This is an optimization exercise on Yosys and OpenROAD, whose aim is small area and a short achievable clock period, not a production implementation. Function was checked by simulation only, so behaviour that the tests miss may differ from the original.

==> flow/design.v <==
package soc_pkg;
  typedef logic [31:0] addr_t;
  typedef logic [31:0] word_t;
  typedef logic [3:0]  be_t;
  localparam int unsigned NR_HOSTS = 2;
  localparam int unsigned HOST_IDX_W = $clog2(NR_HOSTS);
  typedef logic [HOST_IDX_W-1:0] host_idx_t;
  localparam addr_t RAM_START   = 32'h0010_0000;
  localparam addr_t RAM_SIZE    = 32'd1024;
  localparam addr_t RAM_MASK    = ~(RAM_SIZE - 32'd1);
  localparam addr_t GPIO_START  = 32'h8000_0000;
  localparam addr_t GPIO_SIZE   = 32'd4096;
  localparam addr_t GPIO_MASK   = ~(GPIO_SIZE - 32'd1);
  localparam addr_t TIMER_START = 32'h8000_2000;
  localparam addr_t TIMER_SIZE  = 32'd4096;
  localparam addr_t TIMER_MASK  = ~(TIMER_SIZE - 32'd1);
  localparam int unsigned RAM_WORDS = 256;
  localparam int unsigned GPI_WIDTH = 8;
  localparam int unsigned GPO_WIDTH = 16;
  typedef struct packed {
    logic  req;
    logic  we;
    be_t   be;
    addr_t addr;
    word_t wdata;
  } bus_req_t;
  typedef struct packed {
    logic  gnt;
    logic  rvalid;
    word_t rdata;
    logic  err;
  } bus_rsp_t;
  typedef struct packed {
    logic  req;
    logic  we;
    be_t   be;
    addr_t addr;
    word_t wdata;
  } dev_req_t;
  typedef enum logic [1:0] {
    DEV_RAM,
    DEV_GPIO,
    DEV_TIMER,
    DEV_NONE
  } dev_e;
  function automatic word_t be_merge(word_t old_w, word_t new_w, be_t be);
    word_t res;
    res = old_w;
    for (int b = 0; b < 4; b++) begin
      if (be[b]) begin
        res[b*8 +: 8] = new_w[b*8 +: 8];
      end
    end
    be_merge = res;
  endfunction
endpackage
`timescale 1ns/1ps
module bus_arbiter (
  input  logic        clk_sys_i,
  input  logic        rst_sys_ni,
  input  logic        h0_req_i,
  input  logic        h0_we_i,
  input  logic [3:0]  h0_be_i,
  input  logic [31:0] h0_addr_i,
  input  logic [31:0] h0_wdata_i,
  input  logic        h1_req_i,
  input  logic        h1_we_i,
  input  logic [3:0]  h1_be_i,
  input  logic [31:0] h1_addr_i,
  input  logic [31:0] h1_wdata_i,
  output logic        h0_gnt_o,
  output logic        h0_rvalid_o,
  output logic [31:0] h0_rdata_o,
  output logic        h0_err_o,
  output logic        h1_gnt_o,
  output logic        h1_rvalid_o,
  output logic [31:0] h1_rdata_o,
  output logic        h1_err_o,
  output logic        ram_sel_o,
  output logic        gpio_sel_o,
  output logic        timer_sel_o,
  output logic        we_o,
  output logic [3:0]  be_o,
  output logic [9:0]  off_o,
  output logic [31:0] wdata_o,
  input  logic [31:0] ram_rdata_i,
  input  logic [31:0] gpio_rdata_i,
  input  logic [31:0] timer_rdata_i
);
  logic ram_hit0, gpio_hit0, timer_hit0;
  logic ram_hit1, gpio_hit1, timer_hit1;
  logic ram_hit, gpio_hit, timer_hit;
  assign ram_hit0   = (h0_addr_i[31:10] == 22'h000400);
  assign gpio_hit0  = (h0_addr_i[31:12] == 20'h80000);
  assign timer_hit0 = (h0_addr_i[31:12] == 20'h80002);
  assign ram_hit1   = (h1_addr_i[31:10] == 22'h000400);
  assign gpio_hit1  = (h1_addr_i[31:12] == 20'h80000);
  assign timer_hit1 = (h1_addr_i[31:12] == 20'h80002);
  assign ram_hit   = h0_req_i ? ram_hit0   : ram_hit1;
  assign gpio_hit  = h0_req_i ? gpio_hit0  : gpio_hit1;
  assign timer_hit = h0_req_i ? timer_hit0 : timer_hit1;
  assign h0_gnt_o = h0_req_i;
  assign h1_gnt_o = h1_req_i && !h0_req_i;
  assign ram_sel_o   = (h0_req_i || h1_req_i) && ram_hit;
  assign gpio_sel_o  = (h0_req_i || h1_req_i) && gpio_hit;
  assign timer_sel_o = (h0_req_i || h1_req_i) && timer_hit;
  assign we_o        = h0_req_i ? h0_we_i           : h1_we_i;
  assign be_o        = h0_req_i ? h0_be_i           : h1_be_i;
  assign off_o       = h0_req_i ? h0_addr_i[11:2]   : h1_addr_i[11:2];
  assign wdata_o     = h0_req_i ? h0_wdata_i        : h1_wdata_i;
  logic        rv0_q, rv1_q;
  logic        err_q;
  logic [31:0] rdata_q;
  always_ff @(posedge clk_sys_i or negedge rst_sys_ni) begin
    if (!rst_sys_ni) begin
      rv0_q <= 1'b0;
      rv1_q <= 1'b0;
      err_q <= 1'b0;
    end else begin
      rv0_q <= h0_req_i;
      rv1_q <= h1_req_i && !h0_req_i;
      err_q <= !(ram_hit || gpio_hit || timer_hit);
    end
  end
  always_ff @(posedge clk_sys_i) begin
    rdata_q <= ram_rdata_i | gpio_rdata_i | timer_rdata_i;
  end
  assign h0_rvalid_o = rv0_q;
  assign h1_rvalid_o = rv1_q;
  assign h0_rdata_o  = rv0_q ? rdata_q : '0;
  assign h1_rdata_o  = rv1_q ? rdata_q : '0;
  assign h0_err_o    = rv0_q && err_q;
  assign h1_err_o    = rv1_q && err_q;
endmodule
`timescale 1ns/1ps
module sram_device (
  input  logic        clk_sys_i,
  input  logic        sel_i,
  input  logic        we_i,
  input  logic [3:0]  be_i,
  input  logic [7:0]  idx_i,
  input  logic [31:0] wdata_i,
  output logic [31:0] rdata_o
);
  logic [15:0]     rd_hi, wr_hi, lo;
  logic [15:0][3:0] wr_lo_be;
  always_comb begin
    for (int i = 0; i < 16; i++) begin
      lo[i]    = (idx_i[3:0] == 4'(i));
      rd_hi[i] = sel_i && !we_i && (idx_i[7:4] == 4'(i));
      wr_hi[i] = sel_i && we_i && (idx_i[7:4] == 4'(i));
      for (int b = 0; b < 4; b++) begin
        wr_lo_be[i][b] = lo[i] && be_i[b];
      end
    end
  end
  logic [255:0]    rd_sel_n;
  logic [255:0][31:0] word;
  for (genvar w = 0; w < 256; w++) begin : g_word
    logic [31:0] word_q;
    always_ff @(posedge clk_sys_i) begin
      for (int b = 0; b < 4; b++) begin
        if (wr_hi[w/16] && wr_lo_be[w%16][b]) begin
          word_q[b*8 +: 8] <= wdata_i[b*8 +: 8];
        end
      end
    end
    assign word[w]     = word_q;
    assign rd_sel_n[w] = !(rd_hi[w/16] && lo[w%16]);
  end
  logic [127:0][31:0] pair_n;
  logic [31:0][31:0]  l1_n;
  logic [7:0][31:0]   l2;
  logic [1:0][31:0]   l3_n;
  for (genvar p = 0; p < 128; p++) begin : g_pair
    assign pair_n[p] = ~((word[2*p] | {32{rd_sel_n[2*p]}}) &
                         (word[2*p+1] | {32{rd_sel_n[2*p+1]}}));
  end
  for (genvar i = 0; i < 32; i++) begin : g_l1
    assign l1_n[i] = ~(pair_n[4*i] | pair_n[4*i+1] | pair_n[4*i+2] | pair_n[4*i+3]);
  end
  for (genvar i = 0; i < 8; i++) begin : g_l2
    assign l2[i] = ~(l1_n[4*i] & l1_n[4*i+1] & l1_n[4*i+2] & l1_n[4*i+3]);
  end
  for (genvar i = 0; i < 2; i++) begin : g_l3
    assign l3_n[i] = ~(l2[4*i] | l2[4*i+1] | l2[4*i+2] | l2[4*i+3]);
  end
  assign rdata_o = (sel_i && !we_i) ? (l3_n[0] & l3_n[1]) : '0;
endmodule
`timescale 1ns/1ps
module gpio_device (
  input  logic        clk_sys_i,
  input  logic        rst_sys_ni,
  input  logic        sel_i,
  input  logic        we_i,
  input  logic [3:0]  be_i,
  input  logic [9:0]  off_i,
  input  logic [31:0] wdata_i,
  input  logic [7:0]  gp_i,
  output logic [15:0] gp_o,
  output logic [31:0] rdata_o
);
  logic [15:0] gpo_q;
  logic [7:0]  gpi_meta_q;
  logic [7:0]  gpi_sync_q;
  logic        off0, off1;
  assign off0 = (off_i == 10'd0);
  assign off1 = (off_i == 10'd1);
  always_ff @(posedge clk_sys_i or negedge rst_sys_ni) begin
    if (!rst_sys_ni) begin
      gpi_meta_q <= '0;
      gpi_sync_q <= '0;
    end else begin
      gpi_meta_q <= gp_i;
      gpi_sync_q <= gpi_meta_q;
    end
  end
  always_ff @(posedge clk_sys_i or negedge rst_sys_ni) begin
    if (!rst_sys_ni) begin
      gpo_q <= '0;
    end else begin
      for (int b = 0; b < 2; b++) begin
        if (sel_i && we_i && off0 && be_i[b]) begin
          gpo_q[b*8 +: 8] <= wdata_i[b*8 +: 8];
        end
      end
    end
  end
  always_comb begin
    rdata_o = '0;
    if (sel_i && !we_i) begin
      if (off0) rdata_o = 32'(gpo_q);
      if (off1) rdata_o = 32'(gpi_sync_q);
    end
  end
  assign gp_o = gpo_q;
endmodule
`timescale 1ns/1ps
module timer_device (
  input  logic        clk_sys_i,
  input  logic        rst_sys_ni,
  input  logic        sel_i,
  input  logic        we_i,
  input  logic [3:0]  be_i,
  input  logic [9:0]  off_i,
  input  logic [31:0] wdata_i,
  output logic        timer_irq_o,
  output logic [31:0] rdata_o
);
  logic [31:0] mtime_q;
  logic [31:0] mtimecmp_q;
  logic        irq_q;
  logic        off0, off1;
  logic        wr_mtime, wr_mtimecmp;
  assign off0        = (off_i == 10'd0);
  assign off1        = (off_i == 10'd1);
  assign wr_mtime    = sel_i && we_i && off0;
  assign wr_mtimecmp = sel_i && we_i && off1;
  always_ff @(posedge clk_sys_i or negedge rst_sys_ni) begin
    if (!rst_sys_ni) begin
      mtime_q <= '0;
    end else if (wr_mtime) begin
      for (int b = 0; b < 4; b++) begin
        if (be_i[b]) mtime_q[b*8 +: 8] <= wdata_i[b*8 +: 8];
      end
    end else begin
      mtime_q <= mtime_q + 32'd1;
    end
  end
  always_ff @(posedge clk_sys_i or negedge rst_sys_ni) begin
    if (!rst_sys_ni) begin
      mtimecmp_q <= '1;
    end else if (wr_mtimecmp) begin
      for (int b = 0; b < 4; b++) begin
        if (be_i[b]) mtimecmp_q[b*8 +: 8] <= wdata_i[b*8 +: 8];
      end
    end
  end
  always_ff @(posedge clk_sys_i or negedge rst_sys_ni) begin
    if (!rst_sys_ni) begin
      irq_q <= 1'b0;
    end else begin
      irq_q <= (mtime_q >= mtimecmp_q);
    end
  end
  always_comb begin
    rdata_o = '0;
    if (sel_i && !we_i) begin
      if (off0) rdata_o = mtime_q;
      if (off1) rdata_o = mtimecmp_q;
    end
  end
  assign timer_irq_o = irq_q;
endmodule
`timescale 1ns/1ps
module soc_bus_top (
  input  logic        clk_sys_i,
  input  logic        rst_sys_ni,
  input  logic        h0_req_i,
  input  logic        h0_we_i,
  input  logic [3:0]  h0_be_i,
  input  logic [31:0] h0_addr_i,
  input  logic [31:0] h0_wdata_i,
  output logic        h0_gnt_o,
  output logic        h0_rvalid_o,
  output logic [31:0] h0_rdata_o,
  output logic        h0_err_o,
  input  logic        h1_req_i,
  input  logic        h1_we_i,
  input  logic [3:0]  h1_be_i,
  input  logic [31:0] h1_addr_i,
  input  logic [31:0] h1_wdata_i,
  output logic        h1_gnt_o,
  output logic        h1_rvalid_o,
  output logic [31:0] h1_rdata_o,
  output logic        h1_err_o,
  input  logic [7:0]  gp_i,
  output logic [15:0] gp_o,
  output logic        timer_irq_o
);
  logic        ram_sel, gpio_sel, timer_sel;
  logic        we;
  logic [3:0]  be;
  logic [9:0]  off;
  logic [31:0] wdata;
  logic [31:0] ram_rdata, gpio_rdata, timer_rdata;
  bus_arbiter u_bus_arbiter (
    .clk_sys_i    (clk_sys_i),
    .rst_sys_ni   (rst_sys_ni),
    .h0_req_i     (h0_req_i),
    .h0_we_i      (h0_we_i),
    .h0_be_i      (h0_be_i),
    .h0_addr_i    (h0_addr_i),
    .h0_wdata_i   (h0_wdata_i),
    .h1_req_i     (h1_req_i),
    .h1_we_i      (h1_we_i),
    .h1_be_i      (h1_be_i),
    .h1_addr_i    (h1_addr_i),
    .h1_wdata_i   (h1_wdata_i),
    .h0_gnt_o     (h0_gnt_o),
    .h0_rvalid_o  (h0_rvalid_o),
    .h0_rdata_o   (h0_rdata_o),
    .h0_err_o     (h0_err_o),
    .h1_gnt_o     (h1_gnt_o),
    .h1_rvalid_o  (h1_rvalid_o),
    .h1_rdata_o   (h1_rdata_o),
    .h1_err_o     (h1_err_o),
    .ram_sel_o    (ram_sel),
    .gpio_sel_o   (gpio_sel),
    .timer_sel_o  (timer_sel),
    .we_o         (we),
    .be_o         (be),
    .off_o        (off),
    .wdata_o      (wdata),
    .ram_rdata_i  (ram_rdata),
    .gpio_rdata_i (gpio_rdata),
    .timer_rdata_i(timer_rdata)
  );
  sram_device u_sram (
    .clk_sys_i(clk_sys_i),
    .sel_i    (ram_sel),
    .we_i     (we),
    .be_i     (be),
    .idx_i    (off[7:0]),
    .wdata_i  (wdata),
    .rdata_o  (ram_rdata)
  );
  gpio_device u_gpio (
    .clk_sys_i (clk_sys_i),
    .rst_sys_ni(rst_sys_ni),
    .sel_i     (gpio_sel),
    .we_i      (we),
    .be_i      (be),
    .off_i     (off),
    .wdata_i   (wdata),
    .gp_i      (gp_i),
    .gp_o      (gp_o),
    .rdata_o   (gpio_rdata)
  );
  timer_device u_timer (
    .clk_sys_i  (clk_sys_i),
    .rst_sys_ni (rst_sys_ni),
    .sel_i      (timer_sel),
    .we_i       (we),
    .be_i       (be),
    .off_i      (off),
    .wdata_i    (wdata),
    .timer_irq_o(timer_irq_o),
    .rdata_o    (timer_rdata)
  );
endmodule
==> flow/run.sh <==
#!/bin/bash
# synth_recipe.tcl (not shown) runs the flow's synth.tcl, then flattens the netlist and writes it again
# the make line also repeats each setting of config.mk as NAME=value (left out here)
make -C /OpenROAD-flow-scripts/flow DESIGN_CONFIG=/design/flow/config.mk WORK_HOME=/design/flow/orfs CLKGATE_MAP_FILE= SYNTH_SCRIPT=/design/flow/synth_recipe.tcl finish
==> flow/config.mk <==
export PLATFORM = sky130hd
export DESIGN_NAME = soc_bus_top
export DESIGN_NICKNAME = soc_bus_top
export VERILOG_FILES = /design/flow/design.v
export SDC_FILE = /design/flow/constraint.sdc
export NUM_CORES = 4
export LEC_CHECK = 0
export CAP_MARGIN = 20
export CORE_MARGIN = 2
export CORE_UTILIZATION = 60
export PLACE_DENSITY = 0.7
export SLEW_MARGIN = 20
export SYNTH_MEMORY_MAX_BITS = 16384
==> flow/constraint.sdc <==
create_clock -name core_clock -period 8.0 [get_ports {clk_sys_i}]
set_input_delay 1.6000 -clock core_clock [delete_from_list [all_inputs] [get_ports {clk_sys_i}]]
set_output_delay 1.6000 -clock core_clock [all_outputs]
set_load 0.01 [all_outputs]
==> metrics.csv <==
metric,value,unit
synth_ff_type,edfxtp_1,
hpwlAfterDp,1690,mm
post-place-cells,27569,
clockBufferDepth,4,
grt_max_degree,187,
rows,262,
cts_inserted_buffers,797,
async_flop_share,1.20,%
die_w,719,um
synth_area_leader_cell,edfxtp_1,
dieHeight,719,um
ios,237,
yosys_warnings,4,
syn_area,306000,sq um
cts_setup_buffers,0,
status,did not finish,
lastStage,global routing (5_1_grt),
synth_edf_count,8192,
htree_levels,6,
place_congestion,1.42,
overflow,14635,
first_global_vias,282381,
synth_cell_type_count,85,
start_util,60.2,%
synthesis.nets,18601,
cts_hold_buffers,0,
ys_seq_area_share,81.3,%
cts_resized,0,
stop_error,[ERROR GRT-0116] Global routing finished with congestion. Check the congestion regions in the DRC Viewer.,
netlist_top_cells_area,"edfxtp_1 80%, o22ai_1 5.5%, nor2_1 2.5%",
grt_pass1_wl,3280,mm
post-place-ws,-0.0732,ns
netlist.area_leader.share,80.3,%
avgSynthCellArea,16.6,sq um
syn_inst,18418,
grt_util_all_layers,97.7,%
cts_root_buf,clkbuf_16,
cts.sinks,8324,
io_buffers,232,
synth.ff_latch_count,8324,
[worst max-delay path by stage]
stage / start / slack [ns] / endpoint
after global placement: h0_addr_i[4] / -0.06 / u_bus_arbiter.rdata_q[20]$_DFF_P_
after detailed placement: h0_addr_i[4] / -0.07 / u_bus_arbiter.rdata_q[20]$_DFF_P_
after CTS: h0_addr_i[4] / 1.15 / u_bus_arbiter.rdata_q[20]$_DFF_P_
after floorplan: h0_req_i / 0.76 / u_sram.g_word[0].word_q[12]$_DFFE_PP_
[power by group through the flow]
stage	sequential, mW	combinational (mW)	clock (mW)
after CTS	48.3	2.03	37.1
after detailed placement	49.2	2.03	0
after global placement	49.2	1.99	0
after floorplan	49.3	0.667	0
[synthesized netlist by cell type, types with 32 or more instances]
| library cell | count |
|---|---|
| nand4_1 | 235 |
| buf_2 | 36 |
| or3_1 | 164 |
| o21ai_0 | 268 |
| nand3_1 | 382 |
| a211oi_1 | 33 |
| o2111ai_1 | 102 |
| edfxtp_1 | 8192 |
| o22a_1 | 373 |
| nand2_1 | 381 |
| nor4_1 | 327 |
| o32ai_1 | 175 |
| o221ai_1 | 359 |
| clkbuf_1 | 885 |
| and2_1 | 77 |
| a21oi_1 | 69 |
| inv_1 | 63 |
| a22oi_1 | 62 |
| dfxtp_1 | 32 |
| dfrtp_1 | 68 |
| nor2_1 | 2057 |
| o22ai_1 | 2700 |
| dfstp_2 | 32 |
| and3_1 | 38 |
| or4_1 | 250 |
| ha_1 | 33 |
| o32a_1 | 98 |
| nor3_1 | 407 |
| buf_1 | 150 |
[through the flow]
stage / util [%] / cell area [sq um] / setup TNS [ns]
floorplan: - / 306000 / 0
detailed placement: 67.6 / 344000 / -0.0732
CTS: 72.6 / 370000 / 0
global placement: 67.6 / 344000 / -0.0978
[logic make-up after synthesis]
family | synth area share [%]
flops | 81.3
compound gates | 10.1
simple gates | 6.91
buf+inv | 1.43
mux | 0.140
fa+ha+maj | 0.135
[per-layer routing]
metal,GRT overflow,GRT usage (%)
met1,2569,96.9
met2,6454,102
met3,2363,95.0
met4,3008,95.7
met5,241,88.1
